Source: an optimization exercise on an open RTL-to-GDS flow (aim: small area). Production flows keep margins and buffers that such runs may drop.
The RTL was checked by simulation tests, not by an equivalence proof against the original design.

==> inputs of wip/maple <==
==> flow/design.v <==
module monopix_core #(
  parameter int unsigned N_COL = 8,
  parameter int unsigned N_ROW = 16
) (
  input  logic                   CLK_BX_PAD,
  input  logic                   RESET_BCID_PAD,
  input  logic [N_COL*N_ROW-1:0] ANA_HIT,
  input  logic                   PULSE_PAD,
  input  logic [N_COL*N_ROW-1:0] INJ_EN,
  input  logic                   FREEZE_PAD,
  input  logic                   READ_PAD,
  output logic                   TOKEN_PAD,
  output logic                   OUT_PAD,
  output logic                   HIT_OR_PAD
);
  localparam int unsigned NPix = N_COL * N_ROW;
  logic [NPix-1:0] hit, hit_q;
  logic [NPix-1:0] st_an, st_b;
  logic [NPix-1:0] pend, first;
  logic [5:0]      bcid_q;
  logic            read_q, read_edge;
  logic [26:0]     sr_q, word;
  logic            hit_or_q;
  assign hit       = ANA_HIT | ({NPix{PULSE_PAD}} & INJ_EN);
  assign read_edge = READ_PAD & ~read_q;
  assign pend      = ~st_an & ~st_b;
  logic [N_COL-1:0]            col_any, col_first;
  logic [N_COL-1:0][N_ROW-1:0] row_first;
  logic [N_COL-1:0][11:0]      col_ts;
  logic [N_COL-1:0][3:0]       col_row;
  logic [NPix-1:0][11:0]       pix_ts;
  logic [11:0]                 sel_ts;
  logic [3:0]                  sel_row;
  logic [2:0]                  sel_col;
  always_comb begin
    logic seen;
    for (int c = 0; c < int'(N_COL); c++) begin
      seen       = 1'b0;
      col_ts[c]  = '0;
      col_row[c] = '0;
      for (int r = 0; r < int'(N_ROW); r++) begin
        row_first[c][r] = pend[c*N_ROW+r] & ~seen;
        seen            = seen | pend[c*N_ROW+r];
        col_ts[c]  |= row_first[c][r] ? pix_ts[c*N_ROW+r] : 12'd0;
        col_row[c] |= row_first[c][r] ? 4'(r) : 4'd0;
      end
      col_any[c] = seen;
    end
    seen    = 1'b0;
    sel_ts  = '0;
    sel_row = '0;
    sel_col = '0;
    for (int c = 0; c < int'(N_COL); c++) begin
      col_first[c] = col_any[c] & ~seen;
      seen         = seen | col_any[c];
      sel_ts  |= col_first[c] ? col_ts[c] : 12'd0;
      sel_row |= col_first[c] ? col_row[c] : 4'd0;
      sel_col |= col_first[c] ? 3'(c) : 3'd0;
    end
  end
  assign word = {3'd0, sel_col, sel_ts, 5'd0, sel_row};
  for (genvar g = 0; g < int'(NPix); g++) begin : g_pix
    logic [5:0] le_q, te_q;
    logic       grant;
    assign first[g]  = col_first[g / int'(N_ROW)] & row_first[g / int'(N_ROW)][g % int'(N_ROW)];
    assign grant     = read_edge & first[g];
    assign pix_ts[g] = {te_q, le_q};
    always_ff @(posedge CLK_BX_PAD) begin
      if (st_an[g] & ~st_b[g]) le_q <= bcid_q;
      if (st_an[g]) te_q <= bcid_q;
    end
    always_ff @(posedge CLK_BX_PAD) begin
      hit_q[g] <= RESET_BCID_PAD | hit[g];
      if (RESET_BCID_PAD) begin
        st_an[g] <= 1'b1;
        st_b[g]  <= 1'b0;
      end else if (st_an[g]) begin
        st_an[g] <= ~st_b[g] | hit[g];
        st_b[g]  <= st_b[g] | (hit[g] & ~hit_q[g]);
      end else begin
        st_an[g] <= ~st_b[g] & grant;
        st_b[g]  <= st_b[g] & FREEZE_PAD;
      end
    end
  end
  always_ff @(posedge CLK_BX_PAD) begin
    if (RESET_BCID_PAD) begin
      bcid_q   <= '0;
      read_q   <= 1'b0;
      hit_or_q <= 1'b0;
      sr_q     <= '0;
    end else begin
      bcid_q   <= bcid_q + 6'd1;
      read_q   <= READ_PAD;
      hit_or_q <= |hit;
      sr_q     <= read_edge ? word : {sr_q[25:0], 1'b0};
    end
  end
  assign TOKEN_PAD  = |pend;
  assign OUT_PAD    = sr_q[26];
  assign HIT_OR_PAD = hit_or_q;
endmodule
==> flow/run.sh <==
#!/bin/bash
# synth_recipe.tcl (not shown) runs the flow's synth.tcl, then flattens the netlist and writes it again
# the make line also repeats each setting of config.mk as NAME=value (left out here)
make -C /OpenROAD-flow-scripts/flow DESIGN_CONFIG=/design/flow/config.mk WORK_HOME=/design/flow/orfs CLKGATE_MAP_FILE= SYNTH_SCRIPT=/design/flow/synth_recipe.tcl finish
==> flow/config.mk <==
export PLATFORM = sky130hd
export DESIGN_NAME = monopix_core
export DESIGN_NICKNAME = monopix_core
export VERILOG_FILES = /design/flow/design.v
export SDC_FILE = /design/flow/constraint.sdc
export NUM_CORES = 4
export LEC_CHECK = 0
export CAP_MARGIN = 20
export CORE_MARGIN = 2
export CORE_UTILIZATION = 40
export CTS_CLUSTER_DIAMETER = 100
export CTS_CLUSTER_SIZE = 30
export PLACE_DENSITY = 0.55
export SLEW_MARGIN = 20
==> flow/constraint.sdc <==
create_clock -name core_clock -period 8.0 [get_ports {CLK_BX_PAD}]
set_input_delay 1.6000 -clock core_clock [delete_from_list [all_inputs] [get_ports {CLK_BX_PAD}]]
set_output_delay 1.6000 -clock core_clock [all_outputs]
set_load 0.01 [all_outputs]
==> wip/ember: changes against wip/maple <==
--- a/flow/design.v
+++ b/flow/design.v
@@ -36,28 +36,32 @@
     logic seen;
     for (int c = 0; c < int'(N_COL); c++) begin
       seen       = 1'b0;
-      col_ts[c]  = '0;
       col_row[c] = '0;
       for (int r = 0; r < int'(N_ROW); r++) begin
         row_first[c][r] = pend[c*N_ROW+r] & ~seen;
         seen            = seen | pend[c*N_ROW+r];
-        col_ts[c]  |= row_first[c][r] ? pix_ts[c*N_ROW+r] : 12'd0;
         col_row[c] |= row_first[c][r] ? 4'(r) : 4'd0;
       end
       col_any[c] = seen;
     end
     seen    = 1'b0;
-    sel_ts  = '0;
     sel_row = '0;
     sel_col = '0;
     for (int c = 0; c < int'(N_COL); c++) begin
       col_first[c] = col_any[c] & ~seen;
       seen         = seen | col_any[c];
-      sel_ts  |= col_first[c] ? col_ts[c] : 12'd0;
       sel_row |= col_first[c] ? col_row[c] : 4'd0;
       sel_col |= col_first[c] ? 3'(c) : 3'd0;
     end
   end
+  for (genvar c = 0; c < int'(N_COL); c++) begin : g_colmux
+    monopix_andor #(.N(N_ROW), .W(12)) u_mux (
+      .sel(row_first[c]),
+      .d  (pix_ts[c*N_ROW +: N_ROW]),
+      .y  (col_ts[c])
+    );
+  end
+  monopix_andor #(.N(N_COL), .W(12)) u_colmux (.sel(col_first), .d(col_ts), .y(sel_ts));
   assign word = {3'd0, sel_col, sel_ts, 5'd0, sel_row};
   for (genvar g = 0; g < int'(NPix); g++) begin : g_pix
     logic [5:0] le_q, te_q;
@@ -65,9 +69,12 @@
     assign first[g]  = col_first[g / int'(N_ROW)] & row_first[g / int'(N_ROW)][g % int'(N_ROW)];
     assign grant     = read_edge & first[g];
     assign pix_ts[g] = {te_q, le_q};
+    logic [5:0] le_d, te_d;
+    monopix_hold u_le (.load(st_an[g] & ~st_b[g]), .d(bcid_q), .q(le_q), .y(le_d));
+    monopix_hold u_te (.load(st_an[g]), .d(bcid_q), .q(te_q), .y(te_d));
     always_ff @(posedge CLK_BX_PAD) begin
-      if (st_an[g] & ~st_b[g]) le_q <= bcid_q;
-      if (st_an[g]) te_q <= bcid_q;
+      le_q <= le_d;
+      te_q <= te_d;
     end
     always_ff @(posedge CLK_BX_PAD) begin
       hit_q[g] <= RESET_BCID_PAD | hit[g];
@@ -96,7 +103,36 @@
       sr_q     <= read_edge ? word : {sr_q[25:0], 1'b0};
     end
   end
-  assign TOKEN_PAD  = |pend;
+  monopix_or #(.N(NPix)) u_token (.a(pend), .y(TOKEN_PAD));
   assign OUT_PAD    = sr_q[26];
   assign HIT_OR_PAD = hit_or_q;
 endmodule
+module monopix_andor #(
+  parameter int unsigned N = 16,
+  parameter int unsigned W = 12
+) (
+  input  logic [N-1:0]        sel,
+  input  logic [N-1:0][W-1:0] d,
+  output logic [W-1:0]        y
+);
+  always_comb begin
+    y = '0;
+    for (int i = 0; i < int'(N); i++) y |= sel[i] ? d[i] : W'(0);
+  end
+endmodule
+module monopix_hold (
+  input  logic       load,
+  input  logic [5:0] d,
+  input  logic [5:0] q,
+  output logic [5:0] y
+);
+  assign y = load ? d : q;
+endmodule
+module monopix_or #(
+  parameter int unsigned N = 128
+) (
+  input  logic [N-1:0] a,
+  output logic         y
+);
+  assign y = |a;
+endmodule
==> flow/flow/run.sh (new file) <==
#!/bin/bash
# Standard ORFS layout with three changes:
#  * abc maps the combinational logic with an area-oriented script
#    (flow/abc_area.script) in place of ORFS's delay-oriented one; the
#    flip-flops are mapped before abc runs, so they are the standard ones
#  * a leaner clock tree: no dummy loads, larger sink clusters
#  * minimum-size port buffers
set -euo pipefail
rm -rf myscripts
cp -r "$FLOW_HOME/scripts" myscripts
cp flow/abc_area.script myscripts/abc_speed.script
export CTS_ARGS="-sink_clustering_enable -repair_clock_nets -dont_use_dummy_load -sink_clustering_size 25 -sink_clustering_max_diameter 150 -buf_list {sky130_fd_sc_hd__clkbuf_16}"
export BUFFER_PORTS_ARGS="-buffer_cell sky130_fd_sc_hd__buf_1"
bash standard.sh SCRIPTS_DIR="$PWD/myscripts" finish > standard.log 2>&1
==> flow/flow/abc_area.script (new file) <==
strash
ifraig
dc2
&get -n
&deepsyn -T 40
&put
dch -f
amap
strash
dch -f
amap
mfs2 -a
strash
dch -f
amap
==> flow/standard.sh (new file) <==
#!/bin/bash
# synth_recipe.tcl (not shown) runs the flow's synth.tcl, then flattens the netlist and writes it again
# the make line also repeats each setting of config.mk as NAME=value (left out here)
make -C /OpenROAD-flow-scripts/flow DESIGN_CONFIG=/design/flow/config.mk WORK_HOME=/design/flow/orfs CLKGATE_MAP_FILE= SYNTH_SCRIPT=/design/flow/synth_recipe.tcl "${@:-finish}"
Settings changed: CAP_MARGIN 20 to 5, CTS_CLUSTER_DIAMETER 100 to unset, CTS_CLUSTER_SIZE 30 to unset, SLEW_MARGIN 20 to 10, SYNTH_HIERARCHICAL set to 1, SYNTH_MINIMUM_KEEP_SIZE set to 0.
removed: flow/run.sh
==> wip/juniper: changes against wip/maple <==
==> flow/design.v (replaced) <==
module monopix_core #(
  parameter int unsigned N_COL = 8,
  parameter int unsigned N_ROW = 16
) (
  input  logic                   CLK_BX_PAD,
  input  logic                   RESET_BCID_PAD,
  input  logic [N_COL*N_ROW-1:0] ANA_HIT,
  input  logic                   PULSE_PAD,
  input  logic [N_COL*N_ROW-1:0] INJ_EN,
  input  logic                   FREEZE_PAD,
  input  logic                   READ_PAD,
  output logic                   TOKEN_PAD,
  output logic                   OUT_PAD,
  output logic                   HIT_OR_PAD
);
  localparam int unsigned NPix = N_COL * N_ROW;
  typedef enum logic [1:0] {StIdle, StBusy, StDone, StPend} pix_state_e;
  logic [NPix-1:0] hit, hit_q, hit_rise, hit_fall;
  logic [NPix-1:0] pend, pend_first, pend_d, grant;
  logic            reset_q;
  logic [5:0]      bcid_q, ts;
  logic            read_q, read_edge;
  logic [26:0]     sr_q, word;
  logic            token_q, hit_or_q;
  logic [NPix:0][26:0] word_acc;
  assign hit       = ANA_HIT | ({NPix{PULSE_PAD}} & INJ_EN);
  assign hit_rise  = hit & ~hit_q & {NPix{~reset_q}};
  assign hit_fall  = ~hit & hit_q;
  assign read_edge = READ_PAD & ~read_q;
  assign ts = bcid_q;
  assign pend_first  = pend & (~pend + NPix'(1));
  assign word_acc[0] = '0;
  assign word        = word_acc[NPix];
  for (genvar g = 0; g < int'(NPix); g++) begin : g_pix
    localparam logic [5:0] Col = 6'(g / int'(N_ROW));
    localparam logic [8:0] Row = 9'(g % int'(N_ROW));
    pix_state_e state_q;
    logic [5:0] le_q, te_q;
    assign pend[g]  = (state_q == StPend);
    assign grant[g] = read_edge & pend_first[g];
    assign pend_d[g] = (pend[g] & ~grant[g]) | ((state_q == StDone) & ~FREEZE_PAD);
    assign word_acc[g+1] = word_acc[g] | (pend_first[g] ? {Col, te_q, le_q, Row} : 27'd0);
    always_ff @(posedge CLK_BX_PAD) begin
      if (RESET_BCID_PAD) begin
        state_q <= StIdle;
        le_q    <= '0;
        te_q    <= '0;
      end else begin
        case (state_q)
          StIdle: if (hit_rise[g]) begin
            le_q    <= ts;
            state_q <= StBusy;
          end
          StBusy: if (hit_fall[g]) begin
            te_q    <= ts;
            state_q <= StDone;
          end
          StDone: if (!FREEZE_PAD) state_q <= StPend;
          StPend: if (grant[g]) state_q <= StIdle;
          default: state_q <= StIdle;
        endcase
      end
    end
  end
  always_ff @(posedge CLK_BX_PAD) begin
    if (RESET_BCID_PAD) begin
      bcid_q   <= '0;
      hit_q    <= '0;
      reset_q  <= 1'b1;
      read_q   <= 1'b0;
      token_q  <= 1'b0;
      hit_or_q <= 1'b0;
    end else begin
      bcid_q   <= bcid_q + 6'd1;
      hit_q    <= hit;
      reset_q  <= 1'b0;
      read_q   <= READ_PAD;
      token_q  <= |pend_d;
      hit_or_q <= |hit;
    end
  end
  always_ff @(posedge CLK_BX_PAD) begin
    if (RESET_BCID_PAD) begin
      sr_q <= '0;
    end else if (read_edge) begin
      sr_q <= word;
    end else begin
      sr_q <= {sr_q[25:0], 1'b0};
    end
  end
  assign TOKEN_PAD  = token_q;
  assign OUT_PAD    = sr_q[26];
  assign HIT_OR_PAD = hit_or_q;
endmodule
Settings changed: CORE_UTILIZATION 40 to 30, CTS_CLUSTER_DIAMETER 100 to unset, CTS_CLUSTER_SIZE 30 to unset, PLACE_DENSITY 0.55 to 0.5.
==> wip/cedar: changes against wip/maple <==
--- a/flow/design.v
+++ b/flow/design.v
@@ -36,28 +36,32 @@
     logic seen;
     for (int c = 0; c < int'(N_COL); c++) begin
       seen       = 1'b0;
-      col_ts[c]  = '0;
       col_row[c] = '0;
       for (int r = 0; r < int'(N_ROW); r++) begin
         row_first[c][r] = pend[c*N_ROW+r] & ~seen;
         seen            = seen | pend[c*N_ROW+r];
-        col_ts[c]  |= row_first[c][r] ? pix_ts[c*N_ROW+r] : 12'd0;
         col_row[c] |= row_first[c][r] ? 4'(r) : 4'd0;
       end
       col_any[c] = seen;
     end
     seen    = 1'b0;
-    sel_ts  = '0;
     sel_row = '0;
     sel_col = '0;
     for (int c = 0; c < int'(N_COL); c++) begin
       col_first[c] = col_any[c] & ~seen;
       seen         = seen | col_any[c];
-      sel_ts  |= col_first[c] ? col_ts[c] : 12'd0;
       sel_row |= col_first[c] ? col_row[c] : 4'd0;
       sel_col |= col_first[c] ? 3'(c) : 3'd0;
     end
   end
+  for (genvar c = 0; c < int'(N_COL); c++) begin : g_colmux
+    monopix_andor #(.N(N_ROW), .W(12)) u_mux (
+      .sel(row_first[c]),
+      .d  (pix_ts[c*N_ROW +: N_ROW]),
+      .y  (col_ts[c])
+    );
+  end
+  monopix_andor #(.N(N_COL), .W(12)) u_colmux (.sel(col_first), .d(col_ts), .y(sel_ts));
   assign word = {3'd0, sel_col, sel_ts, 5'd0, sel_row};
   for (genvar g = 0; g < int'(NPix); g++) begin : g_pix
     logic [5:0] le_q, te_q;
@@ -65,9 +69,12 @@
     assign first[g]  = col_first[g / int'(N_ROW)] & row_first[g / int'(N_ROW)][g % int'(N_ROW)];
     assign grant     = read_edge & first[g];
     assign pix_ts[g] = {te_q, le_q};
+    logic [5:0] le_d, te_d;
+    monopix_hold u_le (.load(st_an[g] & ~st_b[g]), .d(bcid_q), .q(le_q), .y(le_d));
+    monopix_hold u_te (.load(st_an[g]), .d(bcid_q), .q(te_q), .y(te_d));
     always_ff @(posedge CLK_BX_PAD) begin
-      if (st_an[g] & ~st_b[g]) le_q <= bcid_q;
-      if (st_an[g]) te_q <= bcid_q;
+      le_q <= le_d;
+      te_q <= te_d;
     end
     always_ff @(posedge CLK_BX_PAD) begin
       hit_q[g] <= RESET_BCID_PAD | hit[g];
@@ -96,7 +103,36 @@
       sr_q     <= read_edge ? word : {sr_q[25:0], 1'b0};
     end
   end
-  assign TOKEN_PAD  = |pend;
+  monopix_or #(.N(NPix)) u_token (.a(pend), .y(TOKEN_PAD));
   assign OUT_PAD    = sr_q[26];
   assign HIT_OR_PAD = hit_or_q;
 endmodule
+module monopix_andor #(
+  parameter int unsigned N = 16,
+  parameter int unsigned W = 12
+) (
+  input  logic [N-1:0]        sel,
+  input  logic [N-1:0][W-1:0] d,
+  output logic [W-1:0]        y
+);
+  always_comb begin
+    y = '0;
+    for (int i = 0; i < int'(N); i++) y |= sel[i] ? d[i] : W'(0);
+  end
+endmodule
+module monopix_hold (
+  input  logic       load,
+  input  logic [5:0] d,
+  input  logic [5:0] q,
+  output logic [5:0] y
+);
+  assign y = load ? d : q;
+endmodule
+module monopix_or #(
+  parameter int unsigned N = 128
+) (
+  input  logic [N-1:0] a,
+  output logic         y
+);
+  assign y = |a;
+endmodule
==> flow/flow/run.sh (new file) <==
#!/bin/bash
# Standard ORFS layout with three changes:
#  * abc maps the combinational logic with an area-oriented script
#    (flow/abc_area.script) in place of ORFS's delay-oriented one; the
#    flip-flops are mapped before abc runs, so they are the standard ones
#  * a leaner clock tree: no dummy loads, larger sink clusters
#  * minimum-size port buffers
set -euo pipefail
rm -rf myscripts
cp -r "$FLOW_HOME/scripts" myscripts
cp flow/abc_area.script myscripts/abc_speed.script
export CTS_ARGS="-sink_clustering_enable -repair_clock_nets -dont_use_dummy_load -sink_clustering_size 25 -sink_clustering_max_diameter 150 -buf_list {sky130_fd_sc_hd__clkbuf_16}"
export BUFFER_PORTS_ARGS="-buffer_cell sky130_fd_sc_hd__buf_1"
bash standard.sh SCRIPTS_DIR="$PWD/myscripts" finish > standard.log 2>&1
==> flow/flow/abc_area.script (new file) <==
strash
ifraig
dc2
&get -n
&deepsyn -T 40
&put
dch -f
amap
strash
dch -f
amap
mfs2 -a
strash
dch -f
amap
==> flow/standard.sh (new file) <==
#!/bin/bash
# synth_recipe.tcl (not shown) runs the flow's synth.tcl, then flattens the netlist and writes it again
# the make line also repeats each setting of config.mk as NAME=value (left out here)
make -C /OpenROAD-flow-scripts/flow DESIGN_CONFIG=/design/flow/config.mk WORK_HOME=/design/flow/orfs CLKGATE_MAP_FILE= SYNTH_SCRIPT=/design/flow/synth_recipe.tcl "${@:-finish}"
Settings changed: CAP_MARGIN 20 to 5, CORE_UTILIZATION 40 to 35, CTS_CLUSTER_DIAMETER 100 to unset, CTS_CLUSTER_SIZE 30 to unset, PLACE_DENSITY 0.55 to 0.5, SLEW_MARGIN 20 to 10, SYNTH_HIERARCHICAL set to 1, SYNTH_MINIMUM_KEEP_SIZE set to 0.
removed: flow/run.sh
==> results.yml <==
setup_path:
  worstPathRequired_ns: 8.66
power_and_ir_drop:
  leakage_uw: 0.0296
final_layout:
  final_common_cell: "dfxtp_1"
  multi_input_cells: 4134
  final_cell_mix: "dfxtp_1 (1949), a22o_1 (1840), nor2_1 (541), clkinv_1 (477), buf_1 (260)"
logic_synthesis:
  synth_top_flop_cell: "dfxtp_1"
  synth_cell_type_count: 35
  netlist_area_sq_um: 70700
  yosysSeqAreaShare_pct: 55.3
  synth.net_count: 6829
global_routing:
  grt_pass1_vias: 55600
timing:
  relSlewSlack_pct: 11.8
status:
  status: "no timing/DRC/antenna violations"
the above is filed under wip/cedar

==> results.yml <==
status:
  status: "no timing/DRC/antenna violations"
setup_path:
  worstPathRequired_ns: 8.66
power_and_ir_drop:
  leakage_uw: 0.0296
final_layout:
  final_common_cell: "dfxtp_1"
  multi_input_cells: 4134
  final_cell_mix: "dfxtp_1 (1949), a22o_1 (1840), nor2_1 (543), clkinv_1 (477), buf_1 (260)"
logic_synthesis:
  yosysSeqAreaShare_pct: 55.3
  synth.net_count: 6829
  netlist_area_sq_um: 70700
timing:
  relSlewSlack_pct: 15.5
the above is filed under wip/ember

==> results.yml <==
final_layout:
  seq_area_share_pct: 34.5
  multi_input_cells: 7847
  final_cell_mix: "nor2_1 (2094), dfxtp_1 (1950), mux2i_1 (1539), nand2_1 (551), ha_1 (516)"
  final_common_cell: "nor2_1"
logic_synthesis:
  synth.largest_area_cell: "dfxtp_1"
  synth.net_count: 11800
  netlist_area_sq_um: 97200
  yosysSeqAreaShare_pct: 40.3
  synth_top_flop_cell: "dfxtp_1"
  synth_cell_type_count: 89
setup_path:
  r2r_setup_slack_ns: 1.62
  worstPathRequired_ns: 8.78
power_and_ir_drop:
  leakage_uw: 0.0466
  switchingPower_uw: 17900
global_routing:
  grt_max_degree: 228
  grt_pass1_vias: 86400
timing:
  relSlewSlack_pct: 8.44
status:
  status: "no timing/DRC/antenna violations"
the above is filed under wip/juniper

==> results.yml <==
final_layout:
  final_common_cell: "edfxtp_1"
  final_util_pct: 44.9
  final_cell_mix: "edfxtp_1 (1536), a21oi_1 (474), nand2_1 (452), nor2_1 (414), dfxtp_1 (413)"
  instances_no_fill: 8279
  multi_input_cells: 3271
clocking:
  clockBufferDepth: 3
  postCtsSetupBuffers: 0
status:
  status: "no timing/DRC/antenna violations"
logic_synthesis:
  netlist_instances: 5503
  yosysSeqAreaShare_pct: 72.8
  synth_cell_type_count: 85
  synth.net_count: 5765
  netlist_area_sq_um: 74900
global_routing:
  grt_pass1_vias: 47000
  grt.met1_usage_pct: 33.1
power_and_ir_drop:
  leakage_uw: 0.0295
setup_path:
  worstPathRequired_ns: 6.40
timing:
  final_max_slew_viol_count: 0
  relSlewSlack_pct: 15.7
the above is filed under wip/maple

separate check: timing with driven ports:
The flow's constraints put no driver on any port. The routed layouts listed below were extracted and timed again, unchanged, in two steps.
Step 1 (the two cells are an assumption about what drives the block):
set clk [get_ports {CLK_BX_PAD}]
set_driving_cell -lib_cell sky130_fd_sc_hd__clkbuf_16 $clk
set_driving_cell -lib_cell sky130_fd_sc_hd__buf_2 [delete_from_list [all_inputs] $clk]
Step 2 adds t to the input delays and takes it off the output delays; t is the mean of the earliest and latest rising clock arrival at the registers after step 1. Input paths then give back, and output paths get back, about the clock's delay inside the block.
Three values: no drivers, after step 1, after step 2; two values: the first two.
| run | t (ns) | setup slack, ns | clock arrival spread, ns | worst data-port slew with drivers (ns) | cell pins on the clock port's net |
|---|---|---|---|---|---|
| wip/maple | 0.822 | 2.035 / 1.952 / 2.774 | 0.058 / 0.058 | 0.07 | 1 |
| wip/ember | 0.811 | 0.648 / 0.648 / 0.648 | 0.130 / 0.130 | 0.07 | 1 |
| wip/juniper | 1.011 | 1.619 / 1.619 / 1.415 | 0.130 / 0.130 | 0.17 | 1 |
| wip/cedar | 0.831 | 0.354 / 0.354 / 0.354 | 0.051 / 0.052 | 0.04 | 1 |
After both steps setup and hold are still met in every run listed. The setup slack of wip/juniper, which loses most, moves by 0.000 ns with the drivers and by -0.204 ns with both steps.
